Context: an optimization exercise on an open-source flow, tuned for small area. The choices shown serve that exercise and are no tape-out recipe.
Function was checked by simulation only, so behaviour that the tests miss may differ from the original.
Power is estimated from default activity; no workload was simulated.

== red ==
## fpau_top
module fpau_top
(
	input  logic                    pclk,
	input  logic                    rst_n,
	input  logic                    psel,
	input  logic                    penable,
	input  logic                    pwrite,
	input  logic [5-1:0] paddr,
	input  fpau_pkg::fp_word_t      pwdata,
	output fpau_pkg::fp_word_t      prdata,
	output logic                    pready,
	output logic                    pslverr
);
==> flow/config.mk <==
export PLATFORM = sky130hd
export DESIGN_NAME = fpau_top
export DESIGN_NICKNAME = fpau_top
export VERILOG_FILES = /design/flow/design.v
export SDC_FILE = /design/flow/constraint.sdc
export NUM_CORES = 4
export LEC_CHECK = 0
export ABC_AREA = 1
export CAP_MARGIN = 20
export CORE_MARGIN = 2
export CORE_UTILIZATION = 40
export SLEW_MARGIN = 20
==> flow/constraint.sdc <==
create_clock -name core_clock -period 10.0 [get_ports {pclk}]
set_input_delay 2.0000 -clock core_clock [delete_from_list [all_inputs] [get_ports {pclk}]]
set_output_delay 2.0000 -clock core_clock [all_outputs]
set_load 0.01 [all_outputs]
standard.sh (not shown) runs the stock make flow with config.mk's settings and CLKGATE_MAP_FILE= SYNTH_SCRIPT=/design/flow/synth_recipe.tcl, a recipe that flattens the netlist after the stock synthesis.
==> flow/flow/run.sh <==
#!/bin/bash
# Own layout flow: the standard ORFS flow, with
#  - combinational logic mapped by ABC with flow/area.abc (registers come
#    from the unchanged synthesis script, so their names and cells match the
#    standard synthesis; checked below against a reference run),
#  - no half/full adder extraction (ABC maps those gates too),
#  - minimum-size port buffers,
#  - clock tree of clkbuf_8 without dummy loads.
set -euo pipefail
W=$(pwd)
F=$W/flow

# reference: the standard synthesis, in its own work folder
sed -e "s#WORK_HOME=[^ ]*#WORK_HOME=$W/orfs_ref#" standard.sh > std_ref.sh
bash std_ref.sh synth > log_ref_synth.log 2>&1

# own synthesis script: synth_recipe.tcl with ABC's script swapped
{
	echo 'proc abc {args} {'
	echo '  set i [lsearch -exact $args -script]'
	echo '  if {$i >= 0} { lset args [expr {$i + 1}] $::env(OWN_ABC_SCRIPT) }'
	echo '  yosys abc {*}$args'
	echo '}'
	cat synth_recipe.tcl
} > own_synth.tcl
export OWN_ABC_SCRIPT=$F/area.abc
sed -e "s#SYNTH_SCRIPT=[^ ]*#SYNTH_SCRIPT=$W/own_synth.tcl#" standard.sh > own.sh

EXTRA=(
	"BUFFER_PORTS_ARGS=-buffer_cell sky130_fd_sc_hd__buf_1"
	"ADDER_MAP_FILE="
	"CTS_ARGS=-sink_clustering_enable -repair_clock_nets -dont_use_dummy_load -buf_list sky130_fd_sc_hd__clkbuf_8"
)
bash own.sh "${EXTRA[@]}" synth > log_own_synth.log 2>&1

# the registers must be the standard synthesis's: same names, same cells
R=orfs_ref/results/sky130hd/fpau_top/base/1_2_yosys.v
O=orfs/results/sky130hd/fpau_top/base/1_2_yosys.v
grep -E '^\s*sky130_fd_sc_hd__(df|edf|sdf)' $R | awk '{print $1, $2}' | sort > regs_ref.txt
grep -E '^\s*sky130_fd_sc_hd__(df|edf|sdf)' $O | awk '{print $1, $2}' | sort > regs_own.txt
if ! cmp -s regs_ref.txt regs_own.txt; then
	echo "register mismatch with the standard synthesis" | tee log_regcheck.log
	exit 1
fi
echo "registers match: $(wc -l < regs_own.txt)" > log_regcheck.log

bash own.sh "${EXTRA[@]}" finish > log_own_finish.log 2>&1
==> flow/flow/area.abc <==
strash
ifraig
dc2
&get -n
&deepsyn -T 60
&put
dch -f
map -a
strash
dch -f
map -a
strash
dch -f
amap -F 10 -A 50
topo
The following lists how blue was set up differently from red:
--- a/flow/design.v
+++ b/flow/design.v
@@ -97,35 +97,35 @@
 	assign s0 = lz[0] ? {s1[30:0], 1'd0} : s1;
 	logic pick_b, sel_a, sel_b;
 	assign pick_b = (d_max && klt) || (d_min && !klt);
 	assign sel_b = pick_b;
 	assign sel_a = d_sgnj || d_sgnjn || d_sgnjx || d_mov || ((d_max || d_min) && !pick_b);
 	always_comb
 	begin
 		for (int i = 0; i < 31; i++)
 			y[i] = (sel_a && a[i]) || (sel_b && b[i]) || (d_f2i && s0[31 - i])
-				|| (d_i2f && i >= 8 && s0[i]);
-		y[7] = y[7] || (d_i2f && (|s0[7:0]));
+				|| (d_i2f && i < 24 && s0[i + 8]);
 		for (int i = 0; i < 5; i++)
-			y[i] = y[i] || (d_i2f && lz[i]);
+			y[24 + i] = y[24 + i] || (d_i2f && lz[i]);
 		y[0] = y[0] || (d_eq && eq) || (d_lt && ult) || (d_le && (ult || eq));
 		y[31] = (d_sgnj && sb) || (d_sgnjn && !sb) || (d_sgnjx && sdiff)
 			|| (((d_max || d_min) && !pick_b || d_mov) && sa) || (sel_b && sb)
-			|| (d_f2i && s0[0]) || (d_i2f && s0[31]);
+			|| (d_f2i && s0[0]) || (d_i2f && (|s0[7:0]));
 	end
 endmodule
 module fpau_unit_b
 (
 	input  logic [31:0] s,      
 	input  logic [31:0] a,
 	input  logic [3:0]  op,
 	input  logic        uns,
 	output logic        conv,   
+	output logic        kill,   
 	output logic [31:0] y
 );
 	logic d_f2i, d_i2f;
 	assign conv = op == 4'd11 || op == 4'd12;
 	assign d_f2i = !op[2];
 	assign d_i2f = op[2];
 	logic       sa, neg;
 	logic [7:0] e;
 	logic       e_lt127, e_ge158, e_ge159, f2i_zero;
@@ -135,59 +135,53 @@
 	assign e_lt127 = !e[7] && !(&e[6:0]);
 	assign e_ge158 = e[7] && (e[6] || e[5] || (&e[4:1]));
 	assign e_ge159 = e[7] && (e[6] || e[5] || (&e[4:0]));
 	assign f2i_zero = e_lt127 || (uns ? (sa || e_ge159) : e_ge158);
 	logic [31:0] nin, nout;
 	always_comb
 	begin
 		logic any;
 		for (int i = 0; i < 32; i++)
-			nin[i] = (i >= 7 || d_f2i) && s[i];
-		any = 1'b0;
+			nin[i] = (i < 24 || d_f2i) && s[i];
+		any = d_i2f && s[31];
 		for (int g = 0; g < 8; g++)
 		begin
 			logic inner;
 			inner = any;
 			for (int j = 0; j < 4; j++)
 			begin
 				nout[4 * g + j] = nin[4 * g + j] ^ (neg && inner);
 				inner = inner || nin[4 * g + j];
 			end
 			any = any || (|nin[4 * g +: 4]);
 		end
 	end
 	logic [4:0] lz;
 	logic       ovf, i2f_zero;
 	logic [4:0] lzp1;
 	logic [7:0] i2f_exp;
-	assign lz = s[4:0];
-	assign ovf = !nout[31];
-	assign i2f_zero = !neg && !s[31];
+	assign lz = s[28:24];
+	assign ovf = !nout[23];
+	assign i2f_zero = !neg && !s[23];
 	always_comb
 	begin
 		logic c;
 		c = 1'b1;
 		for (int k = 0; k < 5; k++)
 		begin
 			lzp1[k] = lz[k] ^ c;
 			c = c && lz[k];
 		end
 	end
 	assign i2f_exp = (&lz && !ovf) ? 8'h7F : {3'b100, ovf ? ~lz : ~lzp1};
-	logic sel_f, sel_i;
-	assign sel_f = d_f2i && !f2i_zero;
-	assign sel_i = d_i2f && !i2f_zero;
-	always_comb
-	begin
-		for (int i = 0; i < 31; i++)
-			y[i] = (sel_f && nout[i]) || (sel_i && (i < 23 ? nout[i + 8] : i2f_exp[i - 23]));
-		y[31] = (sel_f && nout[31]) || (sel_i && neg);
-	end
+	assign kill = d_f2i ? f2i_zero : i2f_zero;
+	assign y[22:0] = nout[22:0];
+	assign y[31:23] = d_f2i ? nout[31:23] : {neg, i2f_exp};
 endmodule
 `timescale 1ns/1ps
 module fpau_top
 (
 	input  logic                    pclk,
 	input  logic                    rst_n,
 	input  logic                    psel,
 	input  logic                    penable,
 	input  logic                    pwrite,
@@ -223,43 +217,45 @@
 	begin
 		prdata = ({32{rd_a}} & opa_q) | ({32{rd_b}} & opb_q) | ({32{rd_r}} & res_q);
 		prdata[3:0] = prdata[3:0] | ({4{rd_c}} & op_q);
 		prdata[4] = prdata[4] | (rd_c && uns_q);
 		prdata[0] = prdata[0] | (rd_s && done_q);
 	end
 	logic [31:0] res_a;
 	logic [31:0] res_b;
 	logic        conv_b;
+	logic        kill_b;
 	fpau_unit_a u_unit_a (
 		.a   (opa_q),
 		.b   (opb_q),
 		.op  (pwdata[3:0]),
 		.uns (pwdata[4]),
 		.y   (res_a)
 	);
 	fpau_unit_b u_unit_b (
 		.s    (res_q),
 		.a    (opa_q),
 		.op   (op_q),
 		.uns  (uns_q),
 		.conv (conv_b),
+		.kill (kill_b),
 		.y    (res_b)
 	);
 	logic ld_a, hd_a, ld_b, hd_b, ld_r, hd_r;
 	assign ld_a = rst_n && wr_a;
 	assign hd_a = rst_n && !wr_a;
 	assign ld_b = rst_n && wr_b;
 	assign hd_b = rst_n && !wr_b;
 	logic ld_c, hd_c;
 	assign ld_c = rst_n && launch;
 	assign hd_c = rst_n && !launch;
 	logic fin_r;
-	assign fin_r = rst_n && pend_q && conv_b;
+	assign fin_r = rst_n && pend_q && conv_b && !kill_b;    
 	assign ld_r = rst_n && launch;
 	assign hd_r = rst_n && !launch && !(pend_q && conv_b);
 	always_ff @(posedge pclk)
 	begin
 		opa_q  <= ({32{ld_a}} & pwdata) | ({32{hd_a}} & opa_q);
 		opb_q  <= ({32{ld_b}} & pwdata) | ({32{hd_b}} & opb_q);
 		res_q  <= ({32{ld_r}} & res_a) | ({32{fin_r}} & res_b) | ({32{hd_r}} & res_q);
 		op_q   <= ({4{ld_c}} & pwdata[3:0]) | ({4{hd_c}} & op_q);
 		uns_q  <= (ld_c && pwdata[4]) || (hd_c && uns_q);
blue reports its critical path capture point as res_q[11]$_DFF_P_ while red reports res_q[30]$_DFF_P_. Per the comparison of blue with red, internal power component saw an increase, cell area after technology mapping saw a decrease, first-pass detailed-route iteration total saw a decrease, met3 capacity usage during global routing saw a decrease, multi-input combinational cell count saw a decrease. blue: post-synthesis cell count lower than red. In blue relative to red, average instance area after synthesis had gone up slightly. Taking red as the reference, in blue number of inserted filler cells in the final layout went down; achievable clock frequency went down; part of the power in combinational logic went up; wire length went down; clock period minus worst slack went up.

========
fpau_top, a different RTL version from the one above (not shown whole).
Size in the first run: ~980 cells after synthesis, roughly 76 I/O pins, ~6900 sq um of cells after synthesis.
==> module fpau_top, before the edit <==
module fpau_top
(
	input  logic                    pclk,
	input  logic                    rst_n,
	input  logic                    psel,
	input  logic                    penable,
	input  logic                    pwrite,
	input  logic [5-1:0] paddr,
	input  fpau_pkg::fp_word_t      pwdata,
	output fpau_pkg::fp_word_t      prdata,
	output logic                    pready,
	output logic                    pslverr
);
	logic [31:0] opa_q;
	logic [31:0] opb_q;
	logic [3:0]  op_q;
	logic        uns_q;
	logic [31:0] res_q;
	logic        done_q;
	logic        pend_q;    
	logic access, wr, wr_a, wr_b, launch;
	assign access = psel && penable;
	assign wr     = access && pwrite;
	assign wr_a   = wr && paddr == 5'h00;
	assign wr_b   = wr && paddr == 5'h04;
	assign launch = wr && paddr == 5'h08;
	assign pready  = 1'b1;
	assign pslverr = access && ((paddr[4] && paddr[3:0] != 4'd0)
		|| (pwrite && (paddr == 5'h0C || paddr == 5'h10)));
	logic rd_a, rd_b, rd_c, rd_r, rd_s;
	assign rd_a = paddr == 5'h00;
	assign rd_b = paddr == 5'h04;
	assign rd_c = paddr == 5'h08;
	assign rd_r = paddr == 5'h0C;
	assign rd_s = paddr == 5'h10;
	always_comb
	begin
		prdata = res_y | ({32{rd_r}} & res_q);
		prdata[3:0] = prdata[3:0] | ({4{rd_c}} & op_q);
		prdata[4] = prdata[4] | (rd_c && uns_q);
		prdata[0] = prdata[0] | (rd_s && done_q);
	end
	logic [31:0] res_y;
	logic [31:0] res_c;
	logic [31:0] res_b;
	logic        conv_b;
	logic        kill_b;
	fpau_unit_a u_unit_a (
		.a   (opa_q),
		.b   (opb_q),
		.op  (pwdata[3:0]),
		.uns   (pwdata[4]),
		.op_en (pwrite),
		.rd_a  (rd_a),
		.rd_b  (rd_b),
		.y     (res_y),
		.yc    (res_c)
	);
	fpau_unit_b u_unit_b (
		.s    (res_q),
		.a    (opa_q),
		.op   (op_q),
		.uns  (uns_q),
		.conv (conv_b),
		.kill (kill_b),
		.y    (res_b)
	);
	logic ld_a, hd_a, ld_b, hd_b, ld_r, hd_r;
	assign ld_a = rst_n && wr_a;
	assign hd_a = rst_n && !wr_a;
	assign ld_b = rst_n && wr_b;
	assign hd_b = rst_n && !wr_b;
	logic ld_c, hd_c;
	assign ld_c = rst_n && launch;
	assign hd_c = rst_n && !launch;
	logic fin_r;
	assign fin_r = rst_n && pend_q && conv_b && !kill_b;    
	assign ld_r = rst_n && launch;
	assign hd_r = rst_n && !launch && !(pend_q && conv_b);
	always_ff @(posedge pclk)
	begin
		opa_q  <= ({32{ld_a}} & pwdata) | ({32{hd_a}} & opa_q);
		opb_q  <= ({32{ld_b}} & pwdata) | ({32{hd_b}} & opb_q);
		res_q  <= ({32{ld_r}} & (res_y | res_c)) | ({32{fin_r}} & res_b) | ({32{hd_r}} & res_q);
		op_q   <= ({4{ld_c}} & pwdata[3:0]) | ({4{hd_c}} & op_q);
		uns_q  <= (ld_c && pwdata[4]) || (hd_c && uns_q);
		done_q <= ld_c || (hd_c && done_q);
		pend_q <= ld_c;
	end
endmodule
clock: 10.0 ns
lec_check: 0
abc_area: 1
cap_margin: 20
core_margin: 2
core_utilization: 40
slew_margin: 20
==> flow/flow/run.sh <==
#!/bin/bash
# Own layout flow: the standard ORFS flow, with
#  - combinational logic mapped by ABC with each flow/abc_*.abc script,
#    keeping the smallest (registers come
#    from the unchanged synthesis script, so their names and cells match the
#    standard synthesis; checked below against a reference run),
#  - no half/full adder extraction (ABC maps those gates too),
#  - minimum-size port buffers,
#  - clock tree of clkbuf_8 without dummy loads.
set -euo pipefail
W=$(pwd)
F=$W/flow

# reference: the standard synthesis, in its own work folder
sed -e "s#WORK_HOME=[^ ]*#WORK_HOME=$W/orfs_ref#" standard.sh > std_ref.sh
bash std_ref.sh synth > log_ref_synth.log 2>&1

# own synthesis script: synth_recipe.tcl with ABC run once per script in
# flow/abc_*.abc, keeping the smallest mapping
{
	cat <<'EOT'
proc abc {args} {
  set i [lsearch -exact $args -script]
  set lib [lindex $args [expr {[lsearch -exact $args -liberty] + 1}]]
  design -save own_pre_abc
  set best -1
  foreach script [lsort [glob $::env(OWN_ABC_DIR)/abc_*.abc]] {
    design -load own_pre_abc
    lset args [expr {$i + 1}] $script
    yosys abc {*}$args
    set out [tee -q -s result.string stat -liberty $lib]
    regexp {Chip area for module[^:]*:\s*([0-9.]+)} $out -> area
    puts "own abc: $script area $area"
    if {$best < 0 || $area < $best} {
      set best $area
      design -save own_best_abc
    }
  }
  design -load own_best_abc
  puts "own abc: kept area $best"
}
EOT
	cat synth_recipe.tcl
} > own_synth.tcl
export OWN_ABC_DIR=$F
sed -e "s#SYNTH_SCRIPT=[^ ]*#SYNTH_SCRIPT=$W/own_synth.tcl#" standard.sh > own.sh

EXTRA=(
	"BUFFER_PORTS_ARGS=-buffer_cell sky130_fd_sc_hd__buf_1"
	"ADDER_MAP_FILE="
	"CTS_ARGS=-sink_clustering_enable -repair_clock_nets -dont_use_dummy_load -buf_list sky130_fd_sc_hd__clkbuf_8"
)
bash own.sh "${EXTRA[@]}" synth > log_own_synth.log 2>&1

# the registers must be the standard synthesis's: same names, same cells
R=orfs_ref/results/sky130hd/fpau_top/base/1_2_yosys.v
O=orfs/results/sky130hd/fpau_top/base/1_2_yosys.v
grep -E '^\s*sky130_fd_sc_hd__(df|edf|sdf)' $R | awk '{print $1, $2}' | sort > regs_ref.txt
grep -E '^\s*sky130_fd_sc_hd__(df|edf|sdf)' $O | awk '{print $1, $2}' | sort > regs_own.txt
if ! cmp -s regs_ref.txt regs_own.txt; then
	echo "register mismatch with the standard synthesis" | tee log_regcheck.log
	exit 1
fi
echo "registers match: $(wc -l < regs_own.txt)" > log_regcheck.log

bash own.sh "${EXTRA[@]}" finish > log_own_finish.log 2>&1
Other scripts of this flow, unchanged in this note and not shown: flow/flow/abc_b7.abc, flow/flow/abc_c3.abc, flow/flow/abc_d3.abc, flow/flow/abc_d3m.abc
Next try:
--- a/flow/design.v
+++ b/flow/design.v
@@ -203,10 +203,14 @@
 	output logic                    pready,
 	output logic                    pslverr
 );
 	logic [31:0] opa_q;
 	logic [31:0] opb_q;
+	logic [31:0] opa_n;    
+	logic [31:0] opb_n;
+	assign opa_q = ~opa_n;
+	assign opb_q = ~opb_n;
 	logic [3:0]  op_q;
 	logic        uns_q;
 	logic [31:0] res_q;
 	logic        done_q;
 	logic        pend_q;    
@@ -269,12 +273,12 @@
 	assign fin_r = rst_n && pend_q && conv_b && !kill_b;    
 	assign ld_r = rst_n && launch;
 	assign hd_r = rst_n && !launch && !(pend_q && conv_b);
 	always_ff @(posedge pclk)
 	begin
-		opa_q  <= ({32{ld_a}} & pwdata) | ({32{hd_a}} & opa_q);
-		opb_q  <= ({32{ld_b}} & pwdata) | ({32{hd_b}} & opb_q);
+		opa_n  <= ~(({32{ld_a}} & pwdata) | ({32{hd_a}} & opa_q));
+		opb_n  <= ~(({32{ld_b}} & pwdata) | ({32{hd_b}} & opb_q));
 		res_q  <= ({32{ld_r}} & (res_y | res_c)) | ({32{fin_r}} & res_b) | ({32{hd_r}} & res_q);
 		op_q   <= ({4{ld_c}} & pwdata[3:0]) | ({4{hd_c}} & op_q);
 		uns_q  <= (ld_c && pwdata[4]) || (hd_c && uns_q);
 		done_q <= ld_c || (hd_c && done_q);
 		pend_q <= ld_c;
What happened: The new run produced a clean layout; via count shrinks by about 2.2%; wire length shrinks by 3.6%; power grows by about 0.33%; maximum frequency shrinks by 4.1%; worst setup slack got worse by 0.37 ns; cell count shrinks by about 0.3%; die area shrinks by 0.86%; critical path depth shrinks by 3; sequential share of layout area grows by 0.76 points; clock power shrinks by about 2%.

port drivers added, routing unchanged:
How much do the figures lean on ideal ports? The routed layouts below were timed once more, with nothing changed but the port constraints.
Step 1, drivers: a clkbuf_16 drives pclk and a buf_2 each remaining input, both assumed.
Step 2 times the ports against the registers' clock, not the clock port: input delays grow and output delays shrink by t, the midpoint of the rising clock arrivals with the driver on.
Three values: ideal, step 1, step 2; two values: the first two.
run | t (ns) | setup slack, ns | worst setup path at the end | clock arrival spread, ns | worst register clock-pin slew, ns
red | 0.439 | 0.711 / 0.726 / 0.287 | input to register | 0.037 / 0.036 | 0.12 / 0.12
blue | 0.431 | 0.574 / 0.588 / 0.157 | input to register | 0.024 / 0.024 | 0.11 / 0.11
the first run of note 2 | 0.431 | 1.239 / 1.262 / 0.831 | input to register | 0.021 / 0.022 | 0.10 / 0.10
the second run of note 2 | 0.427 | 0.869 / 0.877 / 0.450 | input to register | 0.028 / 0.028 | 0.10 / 0.10
After both steps every run listed still meets setup and hold. The setup slack of red, which loses most, moves by +0.015 ns with the drivers and by -0.424 ns with both steps.
